Background: an optimization exercise with open tools, aiming at small area, a short achievable clock period and few clock cycles per item. Do not read the settings as production practice. Function was checked by simulation only, so behaviour that the tests miss may differ from the original. No activity file was given, so power comes from the tool's default toggle rates.

==> flow/design.v <==
`timescale 1ns/10ps
package l2_coh_pkg;
    localparam int NUM_CORES  = 4;
    localparam int CORE_ID_W  = 2;
    localparam int NUM_WAYS   = 4;
    localparam int WAY_W      = 2;
    localparam int NUM_SETS   = 16;
    localparam int SET_W      = 4;
    localparam int LINE_OFS_W = 6;    
    localparam int ADDR_W     = 32;
    localparam int TAG_W      = ADDR_W - SET_W - LINE_OFS_W;
    localparam int SOURCE_W   = 6;    
    localparam int ENTRY_W    = 1 + TAG_W + NUM_CORES + 1 + CORE_ID_W;
    localparam logic [2:0] A_ACQUIRE_BLOCK = 3'd6;
    localparam logic [2:0] A_ACQUIRE_PERM  = 3'd7;
    localparam logic [2:0] B_PROBE_BLOCK   = 3'd6;
    localparam logic [2:0] B_PROBE_PERM    = 3'd7;
    localparam logic [2:0] C_PROBE_ACK     = 3'd4;
    localparam logic [2:0] D_GRANT         = 3'd4;
    localparam logic [2:0] D_GRANT_DATA    = 3'd5;
    localparam logic [2:0] GROW_NTOB = 3'd0;
    localparam logic [2:0] GROW_NTOT = 3'd1;
    localparam logic [2:0] GROW_BTOT = 3'd2;
    localparam logic [2:0] CAP_TO_T = 3'd0;
    localparam logic [2:0] CAP_TO_B = 3'd1;
    localparam logic [2:0] CAP_TO_N = 3'd2;
    typedef struct packed {
        logic [2:0]          opcode;
        logic [2:0]          param;
        logic [SOURCE_W-1:0] source;
        logic [ADDR_W-1:0]   address;
    } acq_req_t;
    typedef struct packed {
        logic                 valid;
        logic [TAG_W-1:0]     tag;
        logic [NUM_CORES-1:0] sharers;
        logic                 owner_valid;
        logic [CORE_ID_W-1:0] owner_id;
    } dir_entry_t;
    typedef struct packed {
        logic [2:0]           opcode;
        logic [2:0]           param;
        logic [ADDR_W-1:0]    address;
        logic [CORE_ID_W-1:0] dest;    
    } probe_t;
    typedef struct packed {
        logic [2:0]          opcode;
        logic [2:0]          param;
        logic [SOURCE_W-1:0] source;
    } grant_t;
endpackage
`timescale 1ns/10ps
module l2_dir_store (
    input  logic         clk_i,
    input  logic         rst_ni,
    input  logic [3:0]   rd_set_i,
    output logic [87:0]  rd_tag_o,     
    output logic [15:0]  rd_sh_o,      
    output logic [3:0]   rd_own_o,
    input  logic         wr_pend_i,    
    input  logic         we_i,
    input  logic [3:0]   wr_set_i,
    input  logic [1:0]   wr_way_i,
    input  logic [21:0]  wr_tag_i,
    input  logic [3:0]   wr_sh_i,
    input  logic         wr_own_i
);
    logic [21:0] tag_q [64];
    logic [3:0]  sh_q  [64];
    logic        own_q [64];
    for (genvar e = 0; e < 64; e++) begin : g_ent
        always_ff @(posedge clk_i or negedge rst_ni) begin
            if (!rst_ni) begin
                sh_q[e] <= '0;
            end else if (we_i && wr_set_i == 4'(e / 4) && wr_way_i == 2'(e % 4)) begin
                sh_q[e] <= wr_sh_i;
            end
        end
        always_ff @(posedge clk_i) begin
            if (we_i && wr_set_i == 4'(e / 4) && wr_way_i == 2'(e % 4)) begin
                tag_q[e] <= wr_tag_i;
                own_q[e] <= wr_own_i;
            end
        end
    end
    logic byp_set;
    assign byp_set = wr_pend_i && (wr_set_i == rd_set_i);
    for (genvar w = 0; w < 4; w++) begin : g_rd
        logic byp;
        assign byp = byp_set && (wr_way_i == 2'(w));
        assign rd_tag_o[w*22 +: 22] = byp ? wr_tag_i : tag_q[{rd_set_i, 2'(w)}];
        assign rd_sh_o[w*4 +: 4]    = byp ? wr_sh_i  : sh_q[{rd_set_i, 2'(w)}];
        assign rd_own_o[w]          = byp ? wr_own_i : own_q[{rd_set_i, 2'(w)}];
    end
endmodule
`timescale 1ns/10ps
module l2_dir_lookup (
    input  logic [87:0] tag_i,
    input  logic [15:0] sh_i,
    input  logic [3:0]  own_i,
    input  logic [1:0]  rr_i,         
    input  logic [21:0] req_tag_i,
    input  logic [1:0]  req_core_i,
    input  logic        ntob_i,       
    input  logic        perm_i,       
    output logic [1:0]  way_o,
    output logic        evict_o,
    output logic [3:0]  targets_o,
    output logic [21:0] ptag_o,       
    output logic        popc_perm_o,  
    output logic        ppar_tob_o,   
    output logic [3:0]  wsh_o,        
    output logic        wown_o
);
    logic [3:0] valid, match;
    logic       hit;
    logic [1:0] hit_way, free_way;
    logic [3:0] sh_hit, sh_sel, req_oh;
    logic       own_hit;
    for (genvar w = 0; w < 4; w++) begin : g_w
        assign valid[w] = |sh_i[w*4 +: 4];
        assign match[w] = valid[w] && (tag_i[w*22 +: 22] == req_tag_i);
    end
    assign hit      = |match;
    assign hit_way  = match[0] ? 2'd0 : match[1] ? 2'd1 : match[2] ? 2'd2 : 2'd3;
    assign free_way = !valid[0] ? 2'd0 : !valid[1] ? 2'd1 : !valid[2] ? 2'd2 : 2'd3;
    assign evict_o  = !hit && (&valid);
    assign way_o    = hit ? hit_way : (&valid) ? rr_i : free_way;
    always_comb begin
        sh_hit  = '0;
        own_hit = 1'b0;
        for (int w = 0; w < 4; w++) begin
            if (match[w]) begin
                sh_hit  = sh_hit | sh_i[w*4 +: 4];
                own_hit = own_hit | own_i[w];
            end
        end
    end
    assign req_oh = 4'b0001 << req_core_i;
    assign sh_sel = evict_o ? sh_i[rr_i*4 +: 4] : 4'b0000;
    assign targets_o   = hit ? (((ntob_i && !own_hit) ? 4'b0000 : sh_hit) & ~req_oh) : sh_sel;
    assign ptag_o      = hit ? req_tag_i : tag_i[rr_i*22 +: 22];
    assign popc_perm_o = hit && perm_i;
    assign ppar_tob_o  = hit && ntob_i;
    assign wsh_o       = ntob_i ? ((hit ? sh_hit : 4'b0000) | req_oh) : req_oh;
    assign wown_o      = !ntob_i;
endmodule
`timescale 1ns/10ps
`timescale 1ns/10ps
`timescale 1ns/10ps
module l2_coh_top #(
    parameter bit COMB_D = 1'b1    
) (
    input  logic                             clk_i,
    input  logic                             rst_ni,
    input  logic [43:0]                      a_req_i,
    input  logic                             a_valid_i,
    output logic                             a_ready_o,
    output logic [39:0]                      b_probe_o,
    output logic                             b_valid_o,
    input  logic                             b_ready_i,
    input  logic [2:0]                       c_opcode_i,
    input  logic [5:0]                       c_source_i,
    input  logic                             c_valid_i,
    output logic                             c_ready_o,
    output logic [11:0]                      d_grant_o,
    output logic                             d_valid_o,
    input  logic                             d_ready_i,
    input  logic                             e_valid_i
);
    localparam logic [1:0] IDLE   = 2'd0;
    localparam logic [1:0] PROBE  = 2'd1;
    localparam logic [1:0] GRANT  = 2'd2;
    localparam logic [1:0] WAIT_E = 2'd3;
    logic [1:0]  st_q;
    logic        row_ok_q;
    logic        rq_blk_q, rq_perm_q, rq_ntob_q;
    logic [5:0]  rq_src_q;
    logic [21:0] rq_tag_q;
    logic [3:0]  rq_set_q;
    logic [87:0] row_tag_q, rd_tag;
    logic [15:0] row_sh_q, rd_sh;
    logic [3:0]  row_own_q, rd_own;
    logic        lk_q;
    logic [3:0]  cur_set_q;
    logic [1:0]  cur_way_q;
    logic        cur_evict_q;
    logic [3:0]  send_q, pend_q;
    logic [21:0] cur_ptag_q;
    logic        cur_popc_q, cur_ppar_q;
    logic [21:0] cur_wtag_q;
    logic [3:0]  cur_wsh_q;
    logic        cur_wown_q;
    logic        cur_blk_q, cur_ntob_q;
    logic [5:0]  cur_src_q;
    logic [1:0]  rr_q, rr_eff;
    logic [1:0]  lk_way;
    logic        lk_evict;
    logic [3:0]  lk_targets;
    logic [21:0] lk_ptag;
    logic        lk_popc, lk_ppar;
    logic [3:0]  lk_wsh;
    logic        lk_wown;
    logic        wr_pend;
    logic        a_fire, b_fire, d_fire;
    logic        load;
    logic [1:0]  dest;
    logic [3:0]  b_oh, ack_oh, send_n, pend_n, send_d, pend_d;
    logic        probes_done;
    logic [3:0]  acc_tgt;
    logic [1:0]  st_n;
    logic        row_ok_d, lk_d;
    logic        ar_idle_q, ar_wait_q;    
    logic        bl_idle_q, bl_wait_q;    
    logic        bp_q;                    
    logic        gr_q;                    
    logic        lv_any_q;                
    logic [1:0]  lv_id_q;                 
    assign wr_pend = (st_q == PROBE) || (st_q == GRANT);
    l2_dir_store i_l2_dir_store (
        .clk_i, .rst_ni,
        .rd_set_i (a_req_i[9:6]),
        .rd_tag_o (rd_tag), .rd_sh_o (rd_sh), .rd_own_o (rd_own),
        .wr_pend_i(wr_pend),
        .we_i     (d_fire),
        .wr_set_i (cur_set_q), .wr_way_i (cur_way_q),
        .wr_tag_i (cur_wtag_q), .wr_sh_i (cur_wsh_q), .wr_own_i (cur_wown_q)
    );
    always_ff @(posedge clk_i) begin
        rq_blk_q  <= a_req_i[43:41] == l2_coh_pkg::A_ACQUIRE_BLOCK;
        rq_perm_q <= a_req_i[43:41] == l2_coh_pkg::A_ACQUIRE_PERM;
        rq_ntob_q <= a_req_i[43:41] == l2_coh_pkg::A_ACQUIRE_BLOCK &&
                     a_req_i[40:38] == l2_coh_pkg::GROW_NTOB;
        rq_src_q  <= a_req_i[37:32];
        rq_tag_q  <= a_req_i[31:10];
        rq_set_q  <= a_req_i[9:6];
        row_tag_q <= rd_tag;
        row_sh_q  <= rd_sh;
        row_own_q <= rd_own;
    end
    assign rr_eff = (wr_pend && cur_evict_q) ? rr_q + 2'd1 : rr_q;
    l2_dir_lookup i_l2_dir_lookup (
        .tag_i (row_tag_q), .sh_i (row_sh_q), .own_i (row_own_q), .rr_i (rr_eff),
        .req_tag_i (rq_tag_q), .req_core_i (rq_src_q[5:4]),
        .ntob_i (rq_ntob_q), .perm_i (rq_perm_q),
        .way_o (lk_way), .evict_o (lk_evict), .targets_o (lk_targets),
        .ptag_o (lk_ptag), .popc_perm_o (lk_popc), .ppar_tob_o (lk_ppar),
        .wsh_o (lk_wsh), .wown_o (lk_wown)
    );
    assign a_ready_o = ar_idle_q || (ar_wait_q && e_valid_i);
    assign a_fire    = a_valid_i && a_ready_o;
    assign load = row_ok_q && !lk_q && ((st_q == IDLE) || (st_q == WAIT_E) || d_fire);
    assign dest      = send_q[0] ? 2'd0 : send_q[1] ? 2'd1 : send_q[2] ? 2'd2 : 2'd3;
    assign b_valid_o = bp_q || (a_valid_i && (bl_idle_q || (bl_wait_q && e_valid_i)));
    assign b_probe_o = {cur_popc_q ? l2_coh_pkg::B_PROBE_PERM : l2_coh_pkg::B_PROBE_BLOCK,
                        cur_ppar_q ? l2_coh_pkg::CAP_TO_B : l2_coh_pkg::CAP_TO_N,
                        cur_ptag_q, cur_set_q, 6'd0, dest};
    assign b_fire    = b_valid_o && b_ready_i;
    assign b_oh      = b_fire ? (4'b0001 << dest) : 4'b0000;
    assign c_ready_o = 1'b1;
    assign ack_oh    = (c_valid_i && c_opcode_i == l2_coh_pkg::C_PROBE_ACK) ?
                       (4'b0001 << c_source_i[5:4]) : 4'b0000;
    assign send_n    = send_q & ~b_oh;
    assign pend_n    = pend_q & ~ack_oh;
    assign send_d    = load ? lk_targets : send_n;
    assign pend_d    = load ? lk_targets : pend_n;
    assign probes_done = (send_n == 4'b0000) && (pend_n == 4'b0000);
    assign d_valid_o = gr_q ||
                       (COMB_D && lv_any_q && c_valid_i && c_opcode_i == l2_coh_pkg::C_PROBE_ACK &&
                        c_source_i[5:4] == lv_id_q);
    assign d_grant_o = {cur_blk_q ? l2_coh_pkg::D_GRANT_DATA : l2_coh_pkg::D_GRANT,
                        cur_ntob_q ? l2_coh_pkg::CAP_TO_B : l2_coh_pkg::CAP_TO_T,
                        cur_src_q};
    assign d_fire    = d_valid_o && d_ready_i;
    assign acc_tgt = lk_q ? pend_q : lk_targets;
    always_ff @(posedge clk_i or negedge rst_ni) begin
        if (!rst_ni) begin
            st_q     <= IDLE;
            row_ok_q <= 1'b0;
            lk_q     <= 1'b0;
            send_q   <= '0;
            pend_q   <= '0;
            rr_q     <= '0;
            ar_idle_q <= 1'b0;
            ar_wait_q <= 1'b0;
            bl_idle_q <= 1'b0;
            bl_wait_q <= 1'b0;
            bp_q     <= 1'b0;
            gr_q     <= 1'b0;
            lv_any_q <= 1'b0;
            lv_id_q  <= '0;
        end else begin
            row_ok_q <= row_ok_d;
            lk_q     <= lk_d;
            ar_idle_q <= row_ok_d && st_n == IDLE;
            ar_wait_q <= row_ok_d && st_n == WAIT_E;
            bl_idle_q <= row_ok_d && st_n == IDLE && lk_d && send_d != 4'b0000;
            bl_wait_q <= row_ok_d && st_n == WAIT_E && lk_d && send_d != 4'b0000;
            bp_q     <= st_n == PROBE && send_d != 4'b0000;
            gr_q     <= st_n == GRANT;
            lv_any_q <= st_n == PROBE && send_d == 4'b0000 &&
                        (pend_d == 4'b0001 || pend_d == 4'b0010 || pend_d == 4'b0100 || pend_d == 4'b1000);
            lv_id_q  <= {pend_d[3] | pend_d[2], pend_d[3] | pend_d[1]};
            send_q <= send_d;
            pend_q <= pend_d;
            if (d_fire && cur_evict_q) begin
                rr_q <= rr_q + 2'd1;
            end
            st_q   <= st_n;
        end
    end
    always_comb begin
        st_n = st_q;
        case (st_q)
            IDLE: begin
                if (a_fire) st_n = (acc_tgt != 4'b0000) ? PROBE : GRANT;
            end
            PROBE: begin
                if (d_fire)           st_n = e_valid_i ? IDLE : WAIT_E;
                else if (probes_done) st_n = GRANT;
            end
            GRANT: begin
                if (d_fire) st_n = e_valid_i ? IDLE : WAIT_E;
            end
            default: begin
                if (a_fire)         st_n = (acc_tgt != 4'b0000) ? PROBE : GRANT;
                else if (e_valid_i) st_n = IDLE;
            end
        endcase
    end
    assign row_ok_d = a_valid_i && !a_fire;
    assign lk_d     = !a_fire && (lk_q || load);
    always_ff @(posedge clk_i) begin
        if (load) begin
            cur_set_q   <= rq_set_q;
            cur_way_q   <= lk_way;
            cur_evict_q <= lk_evict;
            cur_ptag_q  <= lk_ptag;
            cur_popc_q  <= lk_popc;
            cur_ppar_q  <= lk_ppar;
            cur_wtag_q  <= rq_tag_q;
            cur_wsh_q   <= lk_wsh;
            cur_wown_q  <= lk_wown;
            cur_blk_q   <= rq_blk_q;
            cur_ntob_q  <= rq_ntob_q;
            cur_src_q   <= rq_src_q;
        end
    end
endmodule
==> flow/run.sh <==
#!/bin/bash
# synth_recipe.tcl (not shown) runs the flow's synth.tcl, then flattens the netlist and writes it again
# the make line also repeats each setting of config.mk as NAME=value (left out here)
make -C /OpenROAD-flow-scripts/flow DESIGN_CONFIG=/design/flow/config.mk WORK_HOME=/design/flow/orfs CLKGATE_MAP_FILE= SYNTH_SCRIPT=/design/flow/synth_recipe.tcl finish
==> flow/config.mk <==
export PLATFORM = sky130hd
export DESIGN_NAME = l2_coh_top
export DESIGN_NICKNAME = l2_coh_top
export VERILOG_FILES = /design/flow/design.v
export SDC_FILE = /design/flow/constraint.sdc
export NUM_CORES = 4
export LEC_CHECK = 0
export CAP_MARGIN = 20
export CORE_MARGIN = 2
export CORE_UTILIZATION = 40
export CTS_CLUSTER_DIAMETER = 60
export CTS_CLUSTER_SIZE = 30
export PLACE_DENSITY = 0.6
export SETUP_SLACK_MARGIN = 3.5
export SLEW_MARGIN = 20
==> flow/constraint.sdc <==
create_clock -name core_clock -period 7.0 [get_ports {clk_i}]
set_input_delay 1.4000 -clock core_clock [delete_from_list [all_inputs] [get_ports {clk_i}]]
set_output_delay 1.4000 -clock core_clock [all_outputs]
set_load 0.01 [all_outputs]
==> results.toml, run 1 <==
[power_and_ir_drop]
irDropWorstVdd_uv = 216
powerDensity_nw_per_um2 = 291
p_leak_nw = 29.1

[global_routing]
overflow = 0
grt_pass1_vias = 42300
antenna_found_initial = 13
grt_use_total = 0.252
grt_pass1_wl_um = 333000
grt_max_degree = 176

[finish]
design_area_um2 = 86000
nFillCells = 15500
multi_input_area_um2 = 16900
area_growth_pct = 16.9
final_nets = 4769
post_route_cells_drive_above_1_share = 0.234
seqCellArea_um2 = 56100

[critical_path]
cp.arrival_ns = 2.28
end_kind = "output pin"
reg2reg_depth = 11
critPathMaxFanout = 3
startpoint_type = "primary input"
crit_end = "d_valid_o"
worstPathRequired_ns = 5.60
worstSetupStartpoint = "c_opcode_i[0]"
r2r_slack_ns = 3.64
rr_endpoint = "lv_any_q"
r2r_start = "rq_tag_q[1]"
crit_type = "in2out"

[drt]
routed_via_density = 6.18
wirelength_um = 240000
dr_total_vias = 45000
drc = 0
dr.first_iter.drc_count = 6466
drt_pass1_iterations = 6
wl_per_cell_um = 33.0
ant_nets = 0

[logic_synthesis]
synth_xor_area_frac = 0.0122
synth_ff_type = "edfxtp_1"
netlist_area_um2 = 73600
syn_area_per_cell_um2 = 16.8
synthSimpleGateAreaFrac = 0.0432
netlist_instances = 4380
seq_area_frac_synth = 0.761
synth_edf_count = 1538
yosys_warnings = 6
synthArstFlopShare = 0.142
synth.most_common_cell = "edfxtp_1"
synth_top_family_by_area = "compound AO/OA/AOI/OAI gates"
synth_adder_area_share = 0.000816
yosysUniqueCellTypes = 76
netlist.area_leader.share = 0.628
ys_ff_latch = 1960
netlist_top_cells_count = "1,538 x edfxtp_1, 505 x a22oi_1, 279 x dfrtp_1, 256 x mux2_2, 216 x clkbuf_1"
synth-compound-area-share = 0.114
netlist_top_cells_area = "edfxtp_1 63%, dfrtp_1 9.5%, a22oi_1 5.2%"
synthMuxAreaShare = 0.0473
yosys.area.top_type = "edfxtp_1"

[sta]
worst_slew_pin_slew_ns = 1.12
setup_tns_ns = 0
finClkSkew_ns = 0.0347
clock.fmax_ghz = 0.271
period_share = 0.526
holdWs_ns = 0.412
maxSlewViolCount = 0
max_slew_margin = 0.255
finalSetupViolations = 0
hold_viol_final = 0
fin_crit_ns = 3.68
rsz0062_at_grt = "yes"

[placed_design]
place_area_um2 = 78100
gp_congestion = 0.936
dpl.hpwl_um = 125000
io_buffers = 91

[outcome]
status = "no timing/DRC/antenna violations"

[cts]
cts_hold_buf = 0
clkSinkCount = 1960
clock_latency_ns = 0.80
htreeDepth = 3
cts_tree = "yes"
root_buffer = "clkbuf_16"
clk_path_buf_depth = 3
clk_pin_slew_ns = 0.09
cts-buffers-inserted = 119

[floorplan]
die_area_um2 = 187000
rows = 157
start_util = 0.402
dieHeight_um = 433
design.portCount = 116
die_w_um = 433
core-area_um2 = 183000

[hold_path]
hold_path.class = "reg2reg"

[run]
cap_violations = 0
cells by family after synthesis:
logic type               Yosys count
AO/OA/AOI/OAI                   1065
other                              2
buffers and inverters            360
multiplexers                     283
adder cells (fa/ha/maj)            5
flip-flops                      1960
AND/OR/NAND/NOR                  606
XOR/XNOR                          99
worst max-delay path, cell delays in order:
cell      delay (ns)
buf_6           0.08
and4bb_4        0.34
a41oi_4         0.16
buf_6           0.16
inv_4           0.05
buf_6           0.09
worst min-delay path by stage:
| stage | from | end | depth (start not counted) |
|---|---|---|---|
| 2_1_floorplan | rq_blk_q | cur_blk_q | 0 |
| 3_3_place_gp | rq_set_q[0] | cur_set_q[0] | 0 |
| 3_5_place_dp | rq_set_q[2] | cur_set_q[2] | 0 |
| 4_1_cts | rq_set_q[2] | cur_set_q[2] | 0 |
| 5_1_grt | rq_set_q[0] | cur_set_q[0] | 0 |
| 6_report | rq_set_q[2] | cur_set_q[2] | 0 |
report_power, final:
part / total (mW) / internal [mW] / leakage, nW / switching, mW
sequential: 13.7 / 13.3 / 18.9 / 0.393
combinational: 3.18 / 1.11 / 8.05 / 2.07
clock: 8.15 / 3.63 / 2.14 / 4.52
per-stage QoR:
stage               power [mW]  worst slack (ns)  std cells   util
global placement          16.8              1.48       6769  0.426
CTS                       25.0              3.29       7261  0.469
detailed placement        16.9              1.47       6773  0.427
floorplan                 15.5              2.65       4392      -
global route              25.7              3.28       7276  0.470
finish                    25.0              3.32       7280  0.470
metal layers:
| layer | vias to the layer above | global-route usage | wire length (um) |
|---|---|---|---|
| li1 | 18400 | - | - |
| met1 | 23500 | 0.352 | 95600 |
| met2 | 2645 | 0.400 | 111000 |
| met3 | 440 | 0.0399 | 24300 |
| met4 | 4 | 0.0900 | 8980 |
| met5 | - | 0.00234 | 69 |
cells in the final DEF, fill, tap and decap left out, types with 79 or more instances in the layout:
cell and instances:
edfxtp_1 1538, a22oi_1 505, dfrtp_1 277, mux2_2 256, buf_4 251, a221oi_1 167
a22o_1 166, nand2_1 158, nand4_1 155, clkbuf_16 123, dfxtp_1 111, nand3_1 97
buf_12 91, clkinvlp_4 79
repair_timing:
action,4_1_cts,5_1_grt
gates cloned,39,4
endpoints found under the setup margin,1914,194
gates resized for setup,170,50
buffers inserted,222,10
pin swaps,39,6
final cells by class:
class / instances / share of cell area
clock buffers: 126 / 0.0359
flip-flops and latches: 1960 / 0.652
clock inverters: 101 / 0.0157
repair inverters: 36 / 0.00314
inverters: 63 / 0.00439
multi-input cells: 2078 / 0.196
diodes: 5 / 0.000145
repair buffers: 447 / 0.0561
well taps: 2464 / 0.0358
sequential cells by signal (all words and copies together), names as in the netlist, 2 cells and up:
name,cells
cur_ptag_q,22
st_q,2
lv_id_q,2
row_own_q,4
pend_q,4
cur_wtag_q,22
cur_wsh_q,4
rq_set_q,4
cur_set_q,4
rq_tag_q,22
i_l2_dir_store.tag_q,1408
rr_q,2
i_l2_dir_store.sh_q,256
i_l2_dir_store.own_q,64
cur_src_q,6
row_tag_q,88
rq_src_q,6
send_q,4
cur_way_q,2
row_sh_q,16
Testbench counts, summed over its fixed seeds: cycles 23,845, items 8,000.
==> run 2: changes to the inputs <==
==> flow/flow/run.sh (new file) <==
#!/bin/bash
# The standard layout, with the port buffers made of plain buffers
# (buf_4) instead of the delay cells buffer_ports picks by default.
set -euo pipefail
export BUFFER_PORTS_ARGS="-buffer_cell sky130_fd_sc_hd__buf_4"
bash standard.sh finish > standard.log 2>&1
==> flow/standard.sh (new file) <==
#!/bin/bash
# synth_recipe.tcl (not shown) runs the flow's synth.tcl, then flattens the netlist and writes it again
# the make line also repeats each setting of config.mk as NAME=value (left out here)
make -C /OpenROAD-flow-scripts/flow DESIGN_CONFIG=/design/flow/config.mk WORK_HOME=/design/flow/orfs CLKGATE_MAP_FILE= SYNTH_SCRIPT=/design/flow/synth_recipe.tcl "${@:-finish}"
--- a/flow/config.mk
+++ b/flow/config.mk
@@ -7,9 +7,9 @@
 export LEC_CHECK = 0
 export CAP_MARGIN = 20
 export CORE_MARGIN = 2
-export CORE_UTILIZATION = 40
+export CORE_UTILIZATION = 55
 export CTS_CLUSTER_DIAMETER = 60
 export CTS_CLUSTER_SIZE = 30
-export PLACE_DENSITY = 0.6
+export PLACE_DENSITY = 0.7
 export SETUP_SLACK_MARGIN = 3.5
 export SLEW_MARGIN = 20
removed: flow/run.sh
==> run 2 against run 1 <==
  * Routed wire length decreased by 3.3%
  * Sequential share of layout area increased by 1.2 points
  * Final cell count is 10% lower
  * Register-to-register slack worse by 0.09 ns
  * First-iteration DRC count increased by 15%
  * Utilization up 16 points
  * Critical path type unchanged
==> results.toml, run 2 <==
[outcome]
status = "no timing/DRC/antenna violations"

[finish]
top_register = "i_l2_dir_store.tag_q"
final_cell_mix = "1,538 x edfxtp_1, 505 x a22oi_1, 289 x buf_4"
nFillCells = 9139
largest_reg_flops = 1408
largestRegisters = "i_l2_dir_store.tag_q: 1408 flops, i_l2_dir_store.sh_q: 256 flops, row_tag_q: 88 flops"
final_util = 0.634
area_growth_pct = 14.7
finalNonFillerCells = 6530
final_common_cell = "edfxtp_1"
final_nets = 4720
post_route_cells_drive_above_1_share = 0.243
design_area_um2 = 84400

[logic_synthesis]
yosysUniqueCellTypes = 76
synth_ff_type = "edfxtp_1"
synthArstFlopShare = 0.142
yosys_warnings = 6
netlist_top_cells_area = "edfxtp_1 63%, dfrtp_1 9.5%, a22oi_1 5.2%"
netlist_top_cells_count = "1,538 x edfxtp_1, 505 x a22oi_1, 279 x dfrtp_1, 256 x mux2_2, 216 x clkbuf_1"
netlist_area_um2 = 73600
netlist.area_leader.share = 0.628
seq_area_frac_synth = 0.761
synth_edf_count = 1538
netlist_instances = 4380
ys_ff_latch = 1960
synth.most_common_cell = "edfxtp_1"
syn_area_per_cell_um2 = 16.8
yosys.area.top_type = "edfxtp_1"

[critical_path]
max_stage_delay_ns = 0.33
cp.arrival_ns = 2.21
crit_type = "in2out"
startpoint_type = "primary input"
critPathMaxFanout = 2
crit_chain = "buf_6, and4bb_4, a41oi_2, buf_4, inv_2, buf_6"
crit_top_cell = "buf_6"
worstPathRequired_ns = 5.60
crit_slowest_cell = "and4bb_4"
end_kind = "output pin"

[drt]
ant_nets = 0
wl_per_cell_um = 35.6
drt_pass1_iterations = 6
dr_total_vias = 45200
drc = 0
routed_via_density = 6.93
wirelength_um = 232000
dr.first_iter.drc_count = 7408

[cts]
clk_path_buf_depth = 3
clk_pin_slew_ns = 0.09
clock_latency_ns = 0.78
cts_tree = "yes"
clkSinkCount = 1960
root_buffer = "clkbuf_16"
cts-buffers-inserted = 119
htreeDepth = 3

[global_routing]
grt_use_total = 0.335
grt_pass1_vias = 42700
antenna_found_initial = 10
grt_pass1_wl_um = 322000
grt_max_degree = 172
overflow = 0

[floorplan]
rows = 134
dieHeight_um = 370
core-area_um2 = 133000
start_util = 0.553
die_area_um2 = 137000
design.portCount = 116
die_w_um = 370

[power_and_ir_drop]
total_power_mw = 25.1
irDropWorstVdd_uv = 222
p_leak_nw = 28.8
powerDensity_nw_per_um2 = 297

[sta]
hold_viol_final = 0
clock.fmax_ghz = 0.277
period_share = 0.516
holdWs_ns = 0.410
fin_ws_ns = 3.39
finClkSkew_ns = 0.0404
max_slew_margin = 0.228
rsz0062_at_grt = "yes"
fin_crit_ns = 3.61
worst_slew_pin_slew_ns = 1.16
finalSetupViolations = 0
setup_tns_ns = 0
maxSlewViolCount = 0

[placed_design]
dpl.hpwl_um = 119000
place_area_um2 = 76800
io_buffers = 91
gp_congestion = 0.954
placed_cells_incl_taps = 6070
place_ws_ns = 2.05

[run]
cap_violations = 0

[hold_path]
hold_path.class = "reg2reg"
## run 2: cell counts after synthesis
No cell type changed its count.
## run 2: cell families (layout without fill, tap and decap cells)
group | after synthesis | count (layout) | share of synthesized area
flip-flops | 1960 | 1960 | 0.761
AO/OA/AOI/OAI | 1065 | 1065 | 0.114
AND/OR/NAND/NOR | 606 | 614 | 0.0432
buffers and inverters | 360 | 719 | 0.0211
multiplexers | 283 | 283 | 0.0473
XOR/XNOR | 99 | 100 | 0.0122
adder cells (fa/ha/maj) | 5 | 5 | 0.000816
other | 2 | 16 | 0.000102
## run 2: cell type report
cell class,instances,area [um2],area share
flip-flops and latches,1960,56100,0.664
clock buffers,122,3030,0.0359
repair buffers,393,4050,0.0479
repair inverters,38,280,0.00332
diodes,2,5.00,0.0000593
well taps,1768,2210,0.0262
inverters,63,375,0.00445
multi-input cells,2081,16800,0.199
clock inverters,103,1540,0.0182
## run 2: worst paths after layout
check | start | end | slack, ns | depth (start not counted)
min in group asynchronous | rst_ni | ar_wait_q | 0.66 | 1
worst min-delay path | rq_src_q[2] | cur_src_q[2] | 0.41 | 0
max in group asynchronous | rst_ni | i_l2_dir_store.sh_q[56][0] | 4.84 | 2
worst max-delay path | c_opcode_i[0] | d_valid_o | 3.39 | 6
worst min register to register | rq_src_q[2] | cur_src_q[2] | 0.41 | 0
worst max register to register | row_tag_q[67] | bl_idle_q | 3.55 | 11
## run 2: where the power goes
group          internal, mW  switching (mW)
clock                  3.75            4.52
sequential             13.3           0.460
combinational          1.07            1.96
## run 2: routing by layer
metal	routed length, um	track usage
met5	16	0
met2	104000	0.504
met1	85200	0.470
met3	32600	0.0827
met4	10600	0.139
## run 2: what timing repair did
action	4_1_cts	5_1_grt
pin swaps	22	7
endpoints found under the setup margin	1509	855
hold endpoints to repair	0	0
gates cloned	42	5
buffers inserted	117	67
hold buffers	0	0
resized for setup	116	59
## run 2: critical path, delay by kind of cell
family | cells | cell delay (ns)
buffers and inverters | 4 | 0.38
AND/OR/NAND/NOR | 1 | 0.33
AO/OA/AOI/OAI | 1 | 0.10
==> run 3: changes to the inputs <==
--- a/flow/design.v
+++ b/flow/design.v
@@ -266,8 +266,8 @@
     assign pend_d    = load ? lk_targets : pend_n;
     assign probes_done = (send_n == 4'b0000) && (pend_n == 4'b0000);
     assign d_valid_o = gr_q ||
-                       (COMB_D && lv_any_q && c_valid_i && c_opcode_i == l2_coh_pkg::C_PROBE_ACK &&
-                        c_source_i[5:4] == lv_id_q);
+                       (COMB_D && lv_any_q && c_valid_i && c_opcode_i[2] && !(c_opcode_i[1] || c_opcode_i[0]) &&
+                        !(c_source_i[5] ^ lv_id_q[1]) && !(c_source_i[4] ^ lv_id_q[0]));
     assign d_grant_o = {cur_blk_q ? l2_coh_pkg::D_GRANT_DATA : l2_coh_pkg::D_GRANT,
                         cur_ntob_q ? l2_coh_pkg::CAP_TO_B : l2_coh_pkg::CAP_TO_T,
                         cur_src_q};
==> flow/run.sh (new file) <==
#!/bin/bash
# synth_recipe.tcl (not shown) runs the flow's synth.tcl, then flattens the netlist and writes it again
# the make line also repeats each setting of config.mk as NAME=value (left out here)
make -C /OpenROAD-flow-scripts/flow DESIGN_CONFIG=/design/flow/config.mk WORK_HOME=/design/flow/orfs CLKGATE_MAP_FILE= SYNTH_SCRIPT=/design/flow/synth_recipe.tcl finish
--- a/flow/config.mk
+++ b/flow/config.mk
@@ -11,5 +11,5 @@
 export CTS_CLUSTER_DIAMETER = 60
 export CTS_CLUSTER_SIZE = 30
 export PLACE_DENSITY = 0.7
-export SETUP_SLACK_MARGIN = 3.5
+export SETUP_SLACK_MARGIN = 3.4
 export SLEW_MARGIN = 20
removed: flow/flow/run.sh
removed: flow/standard.sh
==> run 3 against run 2 <==
  * Still clean
  * Total power fell by 1.6%
  * Fmax decreased by 1.5%
  * Critical path depth increased by 5
  * Worst setup slack worse by 0.056 ns
  * Non-clock buffer count grew 16
  * First-iteration DRC count fell by 6.3%
  * Flip-flop and latch count is the same
  * Area after synthesis is 0.35% lower
  * Clock-buffer cell count is 6 higher
  * Critical path type is now in2reg
  * Critical endpoint is now row_tag_q[20]
  * Largest cell class unchanged
  * Largest power group unchanged
  * Highest routed layer unchanged
==> results.toml, run 3 <==
[logic_synthesis]
netlist.area_leader.share = 0.630
synthArstFlopShare = 0.142
ys_ff_latch = 1960
netlist_top_cells_count = "1,538 x edfxtp_1, 512 x a22oi_1, 279 x dfrtp_1, 278 x mux2_2, 223 x clkbuf_1"
seq_area_frac_synth = 0.764
syn_area_per_cell_um2 = 17.0
netlist_instances = 4305
netlist_top_cells_area = "edfxtp_1 63%, dfrtp_1 9.5%, a22oi_1 5.2%"
synth.most_common_cell = "edfxtp_1"
yosysUniqueCellTypes = 72
netlist_area_um2 = 73300
yosys_warnings = 6
yosys.area.top_type = "edfxtp_1"
synth_edf_count = 1538
synth_ff_type = "edfxtp_1"

[outcome]
status = "no timing/DRC/antenna violations"

[critical_path]
startpoint_type = "primary input"
crit_top_cell = "buf_4"
critPathMaxFanout = 11
worstPathRequired_ns = 7.63
crit_chain = "clkdlybuf4s50_1, buf_4, nand2b_2, nor2_4, buf_12, buf_4, buf_4, a221oi_1, nand3_1, o22ai_1, o21ai_0"
max_stage_delay_ns = 0.70
end_kind = "register"
cp.arrival_ns = 4.30
crit_type = "in2reg"
crit_slowest_cell = "o22ai_1"

[global_routing]
grt_use_total = 0.330
antenna_found_initial = 9
grt_pass1_vias = 42500
grt_max_degree = 151
overflow = 0
grt_pass1_wl_um = 318000

[drt]
ant_nets = 0
wl_per_cell_um = 35.3
drc = 0
drt_pass1_iterations = 7
wirelength_um = 227000
routed_via_density = 6.95
dr_total_vias = 44700
dr.first_iter.drc_count = 6940

[power_and_ir_drop]
seqPwrFrac = 0.555
p_int_mw = 18.1
clkPwrFrac = 0.325
combPwrFrac = 0.120
powerDensity_nw_per_um2 = 294
irDropWorstVdd_uv = 243
switching_power_mw = 6.58
p_leak_nw = 28.9
switching_share = 0.267

[floorplan]
core-area_um2 = 132000
die_w_um = 369
design.portCount = 116
rows = 133
dieHeight_um = 369
start_util = 0.556
die_area_um2 = 136000

[cts]
cts_tree = "yes"
htreeDepth = 3
cts-buffers-inserted = 118
root_buffer = "clkbuf_16"
clock_latency_ns = 0.79
clkSinkCount = 1960
clk_pin_slew_ns = 0.09
clk_path_buf_depth = 3

[sta]
clock.fmax_ghz = 0.273
max_slew_margin = 0.302
fin_crit_ns = 3.67
finClkSkew_ns = 0.0470
rsz0062_at_grt = "yes"
holdWs_ns = 0.410
worst_slew_pin_slew_ns = 1.05
hold_viol_final = 0
finalSetupViolations = 0
setup_tns_ns = 0
period_share = 0.524
maxSlewViolCount = 0

[placed_design]
placed_cells_incl_taps = 6022
dpl.hpwl_um = 120000
io_buffers = 91
place_area_um2 = 77100
gp_congestion = 0.925

[finish]
top_register = "i_l2_dir_store.tag_q"
largest_reg_flops = 1408
final_util = 0.635
design_area_um2 = 83800
final_common_cell = "edfxtp_1"
area_growth_pct = 14.3
post_route_cells_drive_above_1_share = 0.227
final_nets = 4630
largestRegisters = "i_l2_dir_store.tag_q: 1408 flops, i_l2_dir_store.sh_q: 256 flops, row_tag_q: 88 flops"
final_cell_mix = "1,538 x edfxtp_1, 512 x a22oi_1, 278 x mux2_2, 278 x dfrtp_1, 234 x buf_4"
finalNonFillerCells = 6427

[hold_path]
hold_path.class = "reg2reg"

[run]
cap_violations = 0
==> run 3: changes by cell type in the layout (fill, tap and decap cells not counted), sizes merged, moves of 6 or more <==
cell	before	now
nand4	156	143
xnor2	71	22
inv	80	98
buf	393	325
a22oi	505	512
xor2	29	78
clkdlybuf4s50	0	76
mux2	256	278
nor4	16	24
clkbuf	122	128
nand2	167	97
nand3	101	91
clkinvlp	76	28
==> run 3: what timing repair did <==
action                      CTS  global route
hold endpoints to repair      0             0
gates cloned                 15             0
hold buffers                  0             0
pin swaps                    29            12
gates resized for setup     149            57
setup endpoints to repair  1650           307
buffers inserted            120            42
==> run 3: final timing paths <==
path                          startpoint                         end  slack [ns]  depth (start not counted)
max in group asynchronous         rst_ni  i_l2_dir_store.sh_q[14][3]        5.09                          2
max                           a_req_i[9]               row_tag_q[20]        3.33                         11
min                          rq_set_q[1]                cur_set_q[1]        0.41                          0
max reg2reg                row_tag_q[84]                   bl_idle_q        3.40                         11
min in group asynchronous         rst_ni                        gr_q        0.58                          1
min reg2reg                  rq_set_q[1]                cur_set_q[1]        0.41                          0
==> run 3: cell type report <==
class                           instances  area (um2)
Sequential cell                      1960       56100
Fill cell                            9030       48100
Multi-Input combinational cell       2003       16600
Timing Repair Buffer                  409        4180
Clock buffer                          128        3110
Tap cell                             1755        2200
Clock inverter                         97        1240
Inverter                               65         310
Timing Repair inverter                  9        65.1
Antenna cell                            1        2.50
==> run 3: cell families after synthesis <==
family | count (synthesis) | synth area share
XOR/XNOR | 99 | 0.0118
AND/OR/NAND/NOR | 515 | 0.0377
AO/OA/AOI/OAI | 1061 | 0.114
buffers and inverters | 358 | 0.0205
adder cells (fa/ha/maj) | 5 | 0.000819
other | 2 | 0.000102
multiplexers | 305 | 0.0508
flip-flops | 1960 | 0.764
==> run 3: metrics by stage <==
stage | power [mW] | setup slack, ns
4_1_cts | 24.5 | 3.35
3_5_place_dp | 16.5 | 1.30
5_1_grt | 25.3 | 3.30
3_3_place_gp | 16.5 | 1.38
2_1_floorplan | 15.3 | 2.48
6_report | 24.7 | 3.33
==> run 3: power groups by stage <==
| stage | combinational (mW) | clock [mW] | sequential [mW] |
|---|---|---|---|
| after floorplan | 1.43 | 0 | 13.9 |
| after global placement | 2.52 | 0 | 13.9 |
| after detailed placement | 2.58 | 0 | 13.9 |
| after CTS | 2.80 | 8.04 | 13.7 |
| after global routing | 3.09 | 8.46 | 13.7 |
| final | 2.96 | 8.01 | 13.7 |
==> run 3: worst max-delay path: cells and delay by family <==
family	cells	cell delay (ns)
buffers and inverters	5	1.22
and+or+nand+nor	3	0.46
AOI/OAI and AO/OA	3	1.17
==> run 3: routing by layer <==
metal,up-vias,track usage,wire (um)
met5,-,0,24
met4,4,0.138,10400
met3,570,0.0746,30100
met2,3243,0.506,104000
met1,22900,0.458,82700
li1,18000,-,-
Testbench counts of run 3, summed over its fixed seeds: cycles 23,845, items 8,000.
==> run 4: changes to the inputs <==
--- a/flow/design.v
+++ b/flow/design.v
@@ -193,7 +193,17 @@
     logic        cur_wown_q;
     logic        cur_blk_q, cur_ntob_q;
     logic [5:0]  cur_src_q;
+    logic [3:0]  lk_tgt_q;      
+    logic        g_blk_q, g_ntob_q;
+    logic [5:0]  g_src_q;
     logic [1:0]  rr_q, rr_eff;
+    logic        wr_go_q;
+    logic [3:0]  w_set_q;
+    logic [1:0]  w_way_q;
+    logic [21:0] w_tag_q;
+    logic [3:0]  w_sh_q;
+    logic        w_own_q;
+    logic        w_evict_q;
     logic [1:0]  lk_way;
     logic        lk_evict;
     logic [3:0]  lk_targets;
@@ -205,7 +215,7 @@
     logic        a_fire, b_fire, d_fire;
     logic        load;
     logic [1:0]  dest;
-    logic [3:0]  b_oh, ack_oh, send_n, pend_n, send_d, pend_d;
+    logic [3:0]  b_oh, ack_oh, send_n, pend_n, send_d, pend_d, lk_tgt_d, b_src;
     logic        probes_done;
     logic [3:0]  acc_tgt;
     logic [1:0]  st_n;
@@ -216,15 +226,15 @@
     logic        gr_q;                    
     logic        lv_any_q;                
     logic [1:0]  lv_id_q;                 
-    assign wr_pend = (st_q == PROBE) || (st_q == GRANT);
+    assign wr_pend = (st_q == PROBE) || (st_q == GRANT) || wr_go_q;
     l2_dir_store i_l2_dir_store (
         .clk_i, .rst_ni,
         .rd_set_i (a_req_i[9:6]),
         .rd_tag_o (rd_tag), .rd_sh_o (rd_sh), .rd_own_o (rd_own),
         .wr_pend_i(wr_pend),
-        .we_i     (d_fire),
-        .wr_set_i (cur_set_q), .wr_way_i (cur_way_q),
-        .wr_tag_i (cur_wtag_q), .wr_sh_i (cur_wsh_q), .wr_own_i (cur_wown_q)
+        .we_i     (wr_go_q),
+        .wr_set_i (w_set_q), .wr_way_i (w_way_q),
+        .wr_tag_i (w_tag_q), .wr_sh_i (w_sh_q), .wr_own_i (w_own_q)
     );
     always_ff @(posedge clk_i) begin
         rq_blk_q  <= a_req_i[43:41] == l2_coh_pkg::A_ACQUIRE_BLOCK;
@@ -238,7 +248,7 @@
         row_sh_q  <= rd_sh;
         row_own_q <= rd_own;
     end
-    assign rr_eff = (wr_pend && cur_evict_q) ? rr_q + 2'd1 : rr_q;
+    assign rr_eff = (wr_pend && w_evict_q) ? rr_q + 2'd1 : rr_q;
     l2_dir_lookup i_l2_dir_lookup (
         .tag_i (row_tag_q), .sh_i (row_sh_q), .own_i (row_own_q), .rr_i (rr_eff),
         .req_tag_i (rq_tag_q), .req_core_i (rq_src_q[5:4]),
@@ -249,8 +259,9 @@
     );
     assign a_ready_o = ar_idle_q || (ar_wait_q && e_valid_i);
     assign a_fire    = a_valid_i && a_ready_o;
-    assign load = row_ok_q && !lk_q && ((st_q == IDLE) || (st_q == WAIT_E) || d_fire);
-    assign dest      = send_q[0] ? 2'd0 : send_q[1] ? 2'd1 : send_q[2] ? 2'd2 : 2'd3;
+    assign load = row_ok_q && !lk_q && ((st_q != PROBE) || (send_q == 4'b0000));
+    assign b_src     = (st_q == PROBE) ? send_q : lk_tgt_q;
+    assign dest      = b_src[0] ? 2'd0 : b_src[1] ? 2'd1 : b_src[2] ? 2'd2 : 2'd3;
     assign b_valid_o = bp_q || (a_valid_i && (bl_idle_q || (bl_wait_q && e_valid_i)));
     assign b_probe_o = {cur_popc_q ? l2_coh_pkg::B_PROBE_PERM : l2_coh_pkg::B_PROBE_BLOCK,
                         cur_ppar_q ? l2_coh_pkg::CAP_TO_B : l2_coh_pkg::CAP_TO_N,
@@ -262,17 +273,18 @@
                        (4'b0001 << c_source_i[5:4]) : 4'b0000;
     assign send_n    = send_q & ~b_oh;
     assign pend_n    = pend_q & ~ack_oh;
-    assign send_d    = load ? lk_targets : send_n;
-    assign pend_d    = load ? lk_targets : pend_n;
+    assign send_d    = a_fire ? (acc_tgt & ~b_oh) : send_n;
+    assign pend_d    = a_fire ? acc_tgt : pend_n;
+    assign lk_tgt_d  = load ? lk_targets : lk_tgt_q;
     assign probes_done = (send_n == 4'b0000) && (pend_n == 4'b0000);
     assign d_valid_o = gr_q ||
-                       (COMB_D && lv_any_q && c_valid_i && c_opcode_i[2] && !(c_opcode_i[1] || c_opcode_i[0]) &&
-                        !(c_source_i[5] ^ lv_id_q[1]) && !(c_source_i[4] ^ lv_id_q[0]));
-    assign d_grant_o = {cur_blk_q ? l2_coh_pkg::D_GRANT_DATA : l2_coh_pkg::D_GRANT,
-                        cur_ntob_q ? l2_coh_pkg::CAP_TO_B : l2_coh_pkg::CAP_TO_T,
-                        cur_src_q};
+                       (COMB_D && lv_any_q && c_valid_i && c_opcode_i == l2_coh_pkg::C_PROBE_ACK &&
+                        c_source_i[5:4] == lv_id_q);
+    assign d_grant_o = {g_blk_q ? l2_coh_pkg::D_GRANT_DATA : l2_coh_pkg::D_GRANT,
+                        g_ntob_q ? l2_coh_pkg::CAP_TO_B : l2_coh_pkg::CAP_TO_T,
+                        g_src_q};
     assign d_fire    = d_valid_o && d_ready_i;
-    assign acc_tgt = lk_q ? pend_q : lk_targets;
+    assign acc_tgt = lk_q ? lk_tgt_q : lk_targets;
     always_ff @(posedge clk_i or negedge rst_ni) begin
         if (!rst_ni) begin
             st_q     <= IDLE;
@@ -280,7 +292,9 @@
             lk_q     <= 1'b0;
             send_q   <= '0;
             pend_q   <= '0;
+            lk_tgt_q <= '0;
             rr_q     <= '0;
+            wr_go_q  <= 1'b0;
             ar_idle_q <= 1'b0;
             ar_wait_q <= 1'b0;
             bl_idle_q <= 1'b0;
@@ -294,8 +308,8 @@
             lk_q     <= lk_d;
             ar_idle_q <= row_ok_d && st_n == IDLE;
             ar_wait_q <= row_ok_d && st_n == WAIT_E;
-            bl_idle_q <= row_ok_d && st_n == IDLE && lk_d && send_d != 4'b0000;
-            bl_wait_q <= row_ok_d && st_n == WAIT_E && lk_d && send_d != 4'b0000;
+            bl_idle_q <= row_ok_d && st_n == IDLE && lk_d && lk_tgt_d != 4'b0000;
+            bl_wait_q <= row_ok_d && st_n == WAIT_E && lk_d && lk_tgt_d != 4'b0000;
             bp_q     <= st_n == PROBE && send_d != 4'b0000;
             gr_q     <= st_n == GRANT;
             lv_any_q <= st_n == PROBE && send_d == 4'b0000 &&
@@ -303,7 +317,9 @@
             lv_id_q  <= {pend_d[3] | pend_d[2], pend_d[3] | pend_d[1]};
             send_q <= send_d;
             pend_q <= pend_d;
-            if (d_fire && cur_evict_q) begin
+            lk_tgt_q <= lk_tgt_d;
+            wr_go_q <= d_fire;
+            if (wr_go_q && w_evict_q) begin
                 rr_q <= rr_q + 2'd1;
             end
             st_q   <= st_n;
@@ -331,6 +347,31 @@
     assign row_ok_d = a_valid_i && !a_fire;
     assign lk_d     = !a_fire && (lk_q || load);
     always_ff @(posedge clk_i) begin
+        if (a_fire) begin
+            if (lk_q) begin
+                w_set_q   <= cur_set_q;
+                w_way_q   <= cur_way_q;
+                w_tag_q   <= cur_wtag_q;
+                w_sh_q    <= cur_wsh_q;
+                w_own_q   <= cur_wown_q;
+                w_evict_q <= cur_evict_q;
+                g_blk_q   <= cur_blk_q;
+                g_ntob_q  <= cur_ntob_q;
+                g_src_q   <= cur_src_q;
+            end else begin
+                w_set_q   <= rq_set_q;
+                w_way_q   <= lk_way;
+                w_tag_q   <= rq_tag_q;
+                w_sh_q    <= lk_wsh;
+                w_own_q   <= lk_wown;
+                w_evict_q <= lk_evict;
+                g_blk_q   <= rq_blk_q;
+                g_ntob_q  <= rq_ntob_q;
+                g_src_q   <= rq_src_q;
+            end
+        end
+    end
+    always_ff @(posedge clk_i) begin
         if (load) begin
             cur_set_q   <= rq_set_q;
             cur_way_q   <= lk_way;
--- a/flow/config.mk
+++ b/flow/config.mk
@@ -7,9 +7,9 @@
 export LEC_CHECK = 0
 export CAP_MARGIN = 20
 export CORE_MARGIN = 2
-export CORE_UTILIZATION = 55
+export CORE_UTILIZATION = 40
 export CTS_CLUSTER_DIAMETER = 60
 export CTS_CLUSTER_SIZE = 30
-export PLACE_DENSITY = 0.7
+export PLACE_DENSITY = 0.6
 export SETUP_SLACK_MARGIN = 3.4
 export SLEW_MARGIN = 20
==> run 4 against run 3 <==
  * Utilization decreased by 18 points
  * Global-route usage shrank 8.6 points
  * Clock-buffer cell count grew 23
  * Critical path depth decreased by 2
  * Highest routed layer is now met4
  * Final cell count is 12% higher
  * Design area grew 1.9%
  * Worst setup slack worse by 0.085 ns
  * Critical path type unchanged
  * Flip-flop and latch count increased by 47
  * Total power increased by 6.1%
  * Largest power group unchanged
  * Area after synthesis is 2.9% higher
  * Die area up 41%
  * Non-clock buffer count decreased by 134
==> results.toml, run 4 <==
[outcome]
status = "no timing/DRC/antenna violations"

[drt]
ant_nets = 0
wirelength_um = 239000
dr.first_iter.drc_count = 6270
routed_via_density = 6.22
wl_per_cell_um = 33.1
dr_total_vias = 44900
drc = 0
drt_pass1_iterations = 6

[logic_synthesis]
yosysUniqueCellTypes = 86
ys_ff_latch = 2007
syn_area_per_cell_um2 = 16.8
synth_edf_count = 1580
yosys_warnings = 6
netlist.area_leader.share = 0.629
netlist_top_cells_area = "edfxtp_1 63%, dfrtp_1 9.4%, a22oi_1 5.0%"
seq_area_frac_synth = 0.761
synth_ff_type = "edfxtp_1"
synthArstFlopShare = 0.142
netlist_instances = 4494
netlist_top_cells_count = "1,580 x edfxtp_1, 507 x a22oi_1, 294 x mux2_2, 284 x dfrtp_1, 223 x clkbuf_1"
synth.most_common_cell = "edfxtp_1"
netlist_area_um2 = 75400
yosys.area.top_type = "edfxtp_1"

[critical_path]
worstPathRequired_ns = 7.65
startpoint_type = "primary input"
max_stage_delay_ns = 0.52
r2r_start = "row_tag_q[29]"
crit_chain = "clkdlybuf4s15_1, nand2b_2, nor3_2, buf_12, a22o_1, a221oi_1, nand3_1, o22ai_1, a21oi_1"
crit_type = "in2reg"
critPathMaxFanout = 80
crit_slowest_cell = "clkdlybuf4s15_1"
cp.arrival_ns = 4.41
worstSetupStartpoint = "a_req_i[9]"
end_kind = "register"

[run]
cap_violations = 0

[power_and_ir_drop]
irDropWorstVdd_uv = 278
total_power_mw = 26.2
p_leak_nw = 28.9
powerDensity_nw_per_um2 = 306

[finish]
multi_input_area_um2 = 17300
final_common_cell = "edfxtp_1"
largestRegisters = "i_l2_dir_store.tag_q: 1408 flops, i_l2_dir_store.sh_q: 256 flops, row_tag_q: 88 flops"
final_cell_mix = "1,580 x edfxtp_1, 507 x a22oi_1, 294 x mux2_2"
area_growth_pct = 13.3
top_register = "i_l2_dir_store.tag_q"
design_area_um2 = 85400
largest_reg_flops = 1408
seqCellArea_um2 = 57500
final_nets = 4673
post_route_cells_drive_above_1_share = 0.191
nFillCells = 16000

[cts]
clk_path_buf_depth = 3
cts_hold_buf = 0
cts_tree = "yes"
clk_pin_slew_ns = 0.10
clock_latency_ns = 0.82
root_buffer = "clkbuf_16"
clkSinkCount = 2007
htreeDepth = 4
cts-buffers-inserted = 131

[floorplan]
die_w_um = 438
dieHeight_um = 438
core-area_um2 = 188000
die_area_um2 = 192000
start_util = 0.402
rows = 159
design.portCount = 116

[sta]
setup_tns_ns = 0
clock.fmax_ghz = 0.266
finalSetupViolations = 0
finClkSkew_ns = 0.0366
max_slew_margin = 0.270
maxSlewViolCount = 0
period_share = 0.536
worst_slew_pin_slew_ns = 1.08
fin_crit_ns = 3.75
rsz0062_at_grt = "yes"
fin_ws_ns = 3.25
hold_viol_final = 0

[global_routing]
grt_use_total = 0.244
gr-usage-met2 = 0.394
overflow = 0
met3_usage = 0.0398
grt_max_degree = 129
grt_pass1_wl_um = 332000
grt-busiest-layer = "met2"
grt_pass1_vias = 42500
met1_usage = 0.336
antenna_found_initial = 7

[hold_path]
holdCritStartpoint = "rq_set_q[1]"
hold_path.class = "reg2reg"

[placed_design]
gp_congestion = 0.923
place_ws_ns = 2.18
dpl.hpwl_um = 125000
place_area_um2 = 80200
io_buffers = 91
==> run 4: changes by cell type after synthesis, moves of 19 or more <==
cell	previous run	this run
nor2_1	70	114
edfxtp_1	1538	1580
nand3_1	91	122
a21oi_1	37	66
nand2_1	97	126
xor2_1	77	52
inv_1	65	41
xnor2_1	22	46
nor3_1	35	16
o21ai_0	29	10
==> run 4: routing by layer <==
metal  part of all wire  vias up
met2               0.47     2371
met3              0.092      382
met5                  0        -
met4              0.035        0
met1               0.40    23800
li1                   -    18400
==> run 4: where the power goes <==
part | internal [mW] | switching, mW | leakage (nW) | total, mW
logic | 1.24 | 2.03 | 7.35 | 3.27
clock network | 4.18 | 4.41 | 2.23 | 8.59
registers | 13.8 | 0.556 | 19.3 | 14.3
==> run 4: final cells by class <==
cell class	count	area share
multi-input combinational	2151	0.203
inverter	43	0.00192
timing repair buffer	275	0.0320
antenna	6	0.000176
clock buffer	151	0.0412
tap	2495	0.0365
sequential	2007	0.672
clock inverter	88	0.0132
==> run 4: kinds of logic (layout without fill, tap and decap cells) <==
logic type | after synthesis | in the layout | share of synthesized area
other | 2 | 20 | 0.0000995
buffers and inverters | 348 | 557 | 0.0191
adders and majority gates | 5 | 5 | 0.000796
DFF | 2007 | 2007 | 0.761
xor gates and xnor gates | 99 | 99 | 0.0116
muxes | 324 | 324 | 0.0522
and+or+nand+nor | 628 | 628 | 0.0434
AOI/OAI and AO/OA | 1081 | 1081 | 0.112
==> run 4: path summary, 6_finish.rpt <==
kind / to / slack (ns) / cells past startpoint
worst min register to register: cur_set_q[1] / 0.44 / 0
worst min-delay path: cur_set_q[1] / 0.44 / 0
max in group asynchronous: i_l2_dir_store.sh_q[37][0] / 4.86 / 2
worst max register to register: lv_any_q / 3.32 / 12
min in group asynchronous: ar_wait_q / 0.54 / 1
worst max-delay path: row_sh_q[1] / 3.25 / 9
==> run 4: critical path: cells and delay by family <==
family          cells  cell delay (ns)
compound gates      4             1.29
buf+inv             2             0.73
simple gates        3             0.65
==> run 4: timing repair <==
item                       4_1_cts  5_1_grt
buffers inserted                28        2
cloned                           2        0
resized for setup               81       29
pin swaps                       11        3
setup endpoints to repair      106       39
==> run 4: through the flow <==
stage                     std cells  hold slack, ns   util
final                          7216           0.436  0.455
after global routing           7210           0.445  0.455
after CTS                      7208           0.433  0.455
after detailed placement       6939           0.416  0.427
after global placement         6937           0.410  0.427
after floorplan                4506           0.403      -
Testbench counts of run 4, summed over its fixed seeds: cycles 23,845, items 8,000.
==> run 5: changes to the inputs <==
--- a/flow/design.v
+++ b/flow/design.v
@@ -278,8 +278,8 @@
     assign lk_tgt_d  = load ? lk_targets : lk_tgt_q;
     assign probes_done = (send_n == 4'b0000) && (pend_n == 4'b0000);
     assign d_valid_o = gr_q ||
-                       (COMB_D && lv_any_q && c_valid_i && c_opcode_i == l2_coh_pkg::C_PROBE_ACK &&
-                        c_source_i[5:4] == lv_id_q);
+                       (COMB_D && lv_any_q && c_valid_i && c_opcode_i[2] && !(c_opcode_i[1] || c_opcode_i[0]) &&
+                        !(c_source_i[5] ^ lv_id_q[1]) && !(c_source_i[4] ^ lv_id_q[0]));
     assign d_grant_o = {g_blk_q ? l2_coh_pkg::D_GRANT_DATA : l2_coh_pkg::D_GRANT,
                         g_ntob_q ? l2_coh_pkg::CAP_TO_B : l2_coh_pkg::CAP_TO_T,
                         g_src_q};
--- a/flow/config.mk
+++ b/flow/config.mk
@@ -7,9 +7,9 @@
 export LEC_CHECK = 0
 export CAP_MARGIN = 20
 export CORE_MARGIN = 2
-export CORE_UTILIZATION = 40
+export CORE_UTILIZATION = 55
 export CTS_CLUSTER_DIAMETER = 60
 export CTS_CLUSTER_SIZE = 30
-export PLACE_DENSITY = 0.6
+export PLACE_DENSITY = 0.7
 export SETUP_SLACK_MARGIN = 3.4
 export SLEW_MARGIN = 20
==> run 5 against run 4 <==
  * Still clean on timing, DRC and antenna
  * Sequential share of layout area is 0.75 points higher
  * Fmax is 3.9% higher
  * Non-clock buffer count is 9 higher
  * Flip-flop and latch count stayed put
  * Highest routed layer is now met5
==> results.toml, run 5 <==
[finish]
final_cell_mix = "1,580 x edfxtp_1, 528 x a22oi_1, 294 x mux2_2"
post_route_cells_drive_above_1_share = 0.178
largest_reg_flops = 1408
final_util = 0.617
top_register = "i_l2_dir_store.tag_q"
largestRegisters = "i_l2_dir_store.tag_q: 1408 flops, i_l2_dir_store.sh_q: 256 flops, row_tag_q: 88 flops"
final_nets = 4719
finalNonFillerCells = 6557
area_growth_pct = 11.7
final_common_cell = "edfxtp_1"

[drt]
dr.first_iter.drc_count = 7197
ant_nets = 0
dr_total_vias = 45900
drt_pass1_iterations = 7
wl_per_cell_um = 35.2
wirelength_um = 231000
routed_via_density = 7.00
drc = 0

[sta]
holdWs_ns = 0.438
rsz0062_at_grt = "yes"
finalSetupViolations = 0
setup_tns_ns = 0
max_slew_margin = 0.253
maxSlewViolCount = 0
finClkSkew_ns = 0.0263
hold_viol_final = 0
fin_crit_ns = 3.61
clock.fmax_ghz = 0.277
worst_slew_pin_slew_ns = 1.12
period_share = 0.516

[cts]
clkSinkCount = 2007
cts-buffers-inserted = 120
cts_hold_buf = 0
cts_tree = "yes"
clk_pin_slew_ns = 0.10
clock_latency_ns = 0.79
htreeDepth = 3
clk_path_buf_depth = 3
root_buffer = "clkbuf_16"

[critical_path]
crit_slowest_cell = "and4bb_2"
worstSetupStartpoint = "c_opcode_i[1]"
worstPathRequired_ns = 5.60
end_kind = "output pin"
r2r_start = "rq_tag_q[21]"
path_depth = 5
crit_buf_inv = 3
max_stage_delay_ns = 0.32
crit_type = "in2out"
r2r_slack_ns = 3.52
startpoint_type = "primary input"
reg2reg_depth = 11
worst_path_dominant_cell_family = "buffers and inverters"
critPathMaxFanout = 2
crit_chain = "clkdlybuf4s15_1, and4bb_2, a41oi_2, inv_1, buf_2"
cp.arrival_ns = 2.21

[global_routing]
grt_max_degree = 156
grt_pass1_vias = 43700
grt_use_total = 0.324
grt_pass1_wl_um = 324000
overflow = 0
antenna_found_initial = 7

[logic_synthesis]
yosys.area.top_type = "edfxtp_1"
netlist_area_um2 = 75600
synth.most_common_cell = "edfxtp_1"
yosysUniqueCellTypes = 77
synth_edf_count = 1580
netlist_instances = 4540
netlist_top_cells_area = "edfxtp_1 63%, dfrtp_1 9.4%, a22oi_1 5.2%"
seq_area_frac_synth = 0.759
netlist.area_leader.share = 0.627
netlist_top_cells_count = "1,580 x edfxtp_1, 528 x a22oi_1, 294 x mux2_2, 284 x dfrtp_1, 237 x clkbuf_1"
ys_ff_latch = 2007
syn_area_per_cell_um2 = 16.7
synthArstFlopShare = 0.142
yosys_warnings = 6
synth_ff_type = "edfxtp_1"

[floorplan]
die_w_um = 375
die_area_um2 = 140000
core-area_um2 = 137000
design.portCount = 116
rows = 136
dieHeight_um = 375
start_util = 0.552

[hold_path]
hold_depth = 0
holdCritStartpoint = "rq_set_q[1]"
hold_path.class = "reg2reg"

[outcome]
status = "no timing/DRC/antenna violations"

[placed_design]
io_buffers = 91
dpl.hpwl_um = 120000
gp_congestion = 0.953
placed_cells_incl_taps = 6280

[run]
cap_violations = 0

[power_and_ir_drop]
p_leak_nw = 28.9
powerDensity_nw_per_um2 = 306
irDropWorstVdd_uv = 248
-- run 5: final timing paths --
check / end
hold / removal: cur_set_q[1]
setup / recovery: d_valid_o
max in group asynchronous: i_l2_dir_store.sh_q[20][0]
min in group asynchronous: bl_idle_q
hold reg to reg: cur_set_q[1]
setup reg to reg: bl_wait_q
-- run 5: metrics by stage --
step | power [mW] | setup WS (ns) | cell area, um2
floorplan | 16.2 | 3.36 | 75700
global placement | 17.6 | 2.15 | 79300
detailed placement | 17.7 | 2.12 | 79300
CTS | 25.7 | 3.14 | 84200
global route | 26.5 | 3.34 | 84500
finish | 25.8 | 3.39 | 84500
-- run 5: what timing repair did --
action,4_1_cts,5_1_grt
pin swaps,13,8
cloned,5,3
resized for setup,55,35
setup endpoints to repair,127,41
setup buffers,23,14
-- run 5: area by class of cell --
type,count,area (um2)
multi-input combinational,2189,17400
timing repair buffer,284,2790
antenna,1,2.50
fill,9724,52500
sequential,2007,57400
inverter,53,201
tap,1794,2240
clock inverter,99,1320
clock buffer,130,3090
-- run 5: where the power goes --
group | switching, mW | total, mW | internal (mW)
combinational | 2.06 | 3.34 | 1.28
clock | 4.39 | 8.14 | 3.74
sequential | 0.585 | 14.4 | 13.8
-- run 5: layer usage --
layer / track usage / wire length [um] / vias up
met5: 0 / 42 / -
met4: 0.119 / 9380 / 6
met3: 0.0603 / 28900 / 486
met2: 0.512 / 107000 / 3382
met1: 0.455 / 85800 / 23500
li1: - / - / 18600
-- run 5: logic make-up (layout without fill, tap and decap cells) --
| kind of cell | Yosys count | in the layout | share of synthesized area |
|---|---|---|---|
| compound gates | 1083 | 1083 | 0.112 |
| xor+xnor | 99 | 100 | 0.0118 |
| other cells | 2 | 15 | 0.0000993 |
| buf+inv | 359 | 566 | 0.0191 |
| flops | 2007 | 2007 | 0.759 |
| mux | 325 | 325 | 0.0522 |
| fa+ha+maj | 5 | 5 | 0.000794 |
| simple gates | 660 | 662 | 0.0449 |
Testbench counts of run 5, summed over its fixed seeds: cycles 23,845, items 8,000.
==> run 6: changes to the inputs <==
--- a/flow/config.mk
+++ b/flow/config.mk
@@ -11,5 +11,5 @@
 export CTS_CLUSTER_DIAMETER = 60
 export CTS_CLUSTER_SIZE = 30
 export PLACE_DENSITY = 0.7
-export SETUP_SLACK_MARGIN = 3.4
+export SETUP_SLACK_MARGIN = 3.55
 export SLEW_MARGIN = 20
==> run 6 against run 5 <==
  * Still clean
  * Combinational power is 1% higher
  * Critical path depth is 4 higher
  * Area after synthesis stayed put
  * Sequential share of layout area is 0.092 points lower
  * Flip-flop and latch count stayed put
  * Total power is 0.82% higher
  * Clock-buffer cell count is 1 lower
  * First-iteration DRC count is 6.4% lower
  * Critical endpoint is now row_tag_q[10]
==> results.toml, run 6 <==
[outcome]
status = "no timing/DRC/antenna violations"

[critical_path]
cp.arrival_ns = 4.20
critPathMaxFanout = 79
r2r_slack_ns = 3.60
startpoint_type = "primary input"
end_kind = "register"
max_stage_delay_ns = 0.51
worstSetupStartpoint = "a_req_i[8]"
worstPathRequired_ns = 7.63
crit_type = "in2reg"
rr_endpoint = "lv_any_q"
crit_slowest_cell = "clkdlybuf4s18_2"
reg2reg_depth = 13

[drt]
ant_nets = 0
wirelength_um = 228000
wl_per_cell_um = 34.7
routed_via_density = 6.96
dr_total_vias = 45600
drc = 0
drt_pass1_iterations = 8
dr.first_iter.drc_count = 6733

[cts]
cts_tree = "yes"
cts_hold_buf = 0
root_buffer = "clkbuf_16"
clkSinkCount = 2007
htreeDepth = 3
cts-buffers-inserted = 121
clk_pin_slew_ns = 0.08
clock_latency_ns = 0.80

[floorplan]
dieHeight_um = 375
core-area_um2 = 137000
design.portCount = 116
rows = 136
die_w_um = 375
die_area_um2 = 140000

[sta]
hold_viol_final = 0
finClkSkew_ns = 0.0457
fin_crit_ns = 3.57
setup_tns_ns = 0
clock.fmax_ghz = 0.280
maxSlewViolCount = 0
rsz0062_at_grt = "yes"
max_slew_margin = 0.254

[logic_synthesis]
netlist_top_cells_area = "edfxtp_1 63%, dfrtp_1 9.4%, a22oi_1 5.2%"
seq_area_frac_synth = 0.759
synth.most_common_cell = "edfxtp_1"
netlist.area_leader.share = 0.627
netlist_top_cells_count = "1,580 x edfxtp_1, 528 x a22oi_1, 294 x mux2_2, 284 x dfrtp_1, 237 x clkbuf_1"
yosys_warnings = 6
synthArstFlopShare = 0.142
synth_edf_count = 1580
synth_ff_type = "edfxtp_1"
ys_ff_latch = 2007
yosys.area.top_type = "edfxtp_1"

[finish]
area_growth_pct = 11.9
post_route_cells_drive_above_1_share = 0.186
nFillCells = 9761
top_register = "i_l2_dir_store.tag_q"
finalNonFillerCells = 6551
largestRegisters = "i_l2_dir_store.tag_q: 1408 flops, i_l2_dir_store.sh_q: 256 flops, row_tag_q: 88 flops"

[hold_path]
hold_path.class = "reg2reg"
hold_depth = 0
whs_endpoint = "cur_set_q[3]"

[run]
cap_violations = 0

[global_routing]
grt_max_degree = 133
grt_use_total = 0.321
overflow = 0
grt_pass1_wl_um = 321000

[power_and_ir_drop]
powerDensity_nw_per_um2 = 308
p_leak_nw = 28.9
irDropWorstVdd_uv = 252
[run 6: cell counts after synthesis]
No cell type changed its count.
[run 6: cells by family (layout without fill, tap and decap cells)]
| family | count (synthesis) | in the layout | share of synthesized area |
|---|---|---|---|
| adder cells (fa/ha/maj) | 5 | 5 | 0.000794 |
| buffers and inverters | 359 | 559 | 0.0191 |
| flip-flops | 2007 | 2007 | 0.759 |
| AO/OA/AOI/OAI | 1083 | 1083 | 0.112 |
| XOR/XNOR | 99 | 99 | 0.0118 |
| other | 2 | 16 | 0.0000993 |
| AND/OR/NAND/NOR | 660 | 663 | 0.0449 |
| multiplexers | 325 | 325 | 0.0522 |
[run 6: cell type report]
cell class | count | area [um2] | area share
Sequential cell | 2007 | 57400 | 0.679
Antenna cell | 2 | 5.00 | 0.0000592
Tap cell | 1794 | 2240 | 0.0265
Multi-Input combinational cell | 2189 | 17400 | 0.206
Timing Repair Buffer | 274 | 2710 | 0.0320
Inverter | 53 | 211 | 0.00250
Clock buffer | 129 | 3140 | 0.0371
Clock inverter | 103 | 1450 | 0.0171
[run 6: worst max path at each step]
stage	slack, ns	to	cells after the start
finish	3.43	row_tag_q[10]	9
global route	3.45	lv_any_q	13
CTS	3.43	b_valid_o	4
detailed placement	1.88	row_tag_q[7]	8
global placement	1.91	row_tag_q[7]	8
floorplan	3.42	bl_wait_q	10
[run 6: stage by stage]
step                instance area [um2]  utilization  total power, mW  hold WS (ns)  setup WS [ns]
finish                            84600        0.618             26.0         0.431           3.43
detailed placement                79300        0.579             17.6         0.413           1.88
global placement                  79300        0.579             17.5         0.407           1.91
global route                      84600        0.618             26.7         0.454           3.45
CTS                               84400        0.616             25.9         0.432           3.43
floorplan                         75700            -             16.2         0.403           3.42
[run 6: timing repair]
item                                    in CTS  in global routing
pin swaps                                   14                  8
gates resized for setup                    102                 22
endpoints found under the setup margin     129                 18
setup buffers                               27                 10
gates cloned                                 5                  1
[run 6: power breakdown]
group	internal, mW	switching [mW]
logic	1.32	2.07
registers	13.8	0.494
clock network	3.93	4.45
total	19.0	7.01
[run 6: routing by layer]
metal / track usage / routed length, um / up-vias
met1: 0.453 / 85800 / 23500
met4: 0.105 / 7970 / 2
li1: - / - / 18500
met2: 0.504 / 105000 / 3114
met5: 0 / 13 / -
met3: 0.0674 / 28300 / 445
[run 6: critical path: cells and delay by family]
kind / cells / cell delay, ns
compound gates: 4 / 1.23
buf+inv: 2 / 0.72
simple gates: 3 / 0.60

Setup slack of run 6, layout unchanged: 3.434 ns with ideal ports, 3.460 ns with driving cells assumed (clock clkbuf_16, inputs buf_2), 2.628 ns with port delays also shifted by the 0.865 ns mid clock arrival.
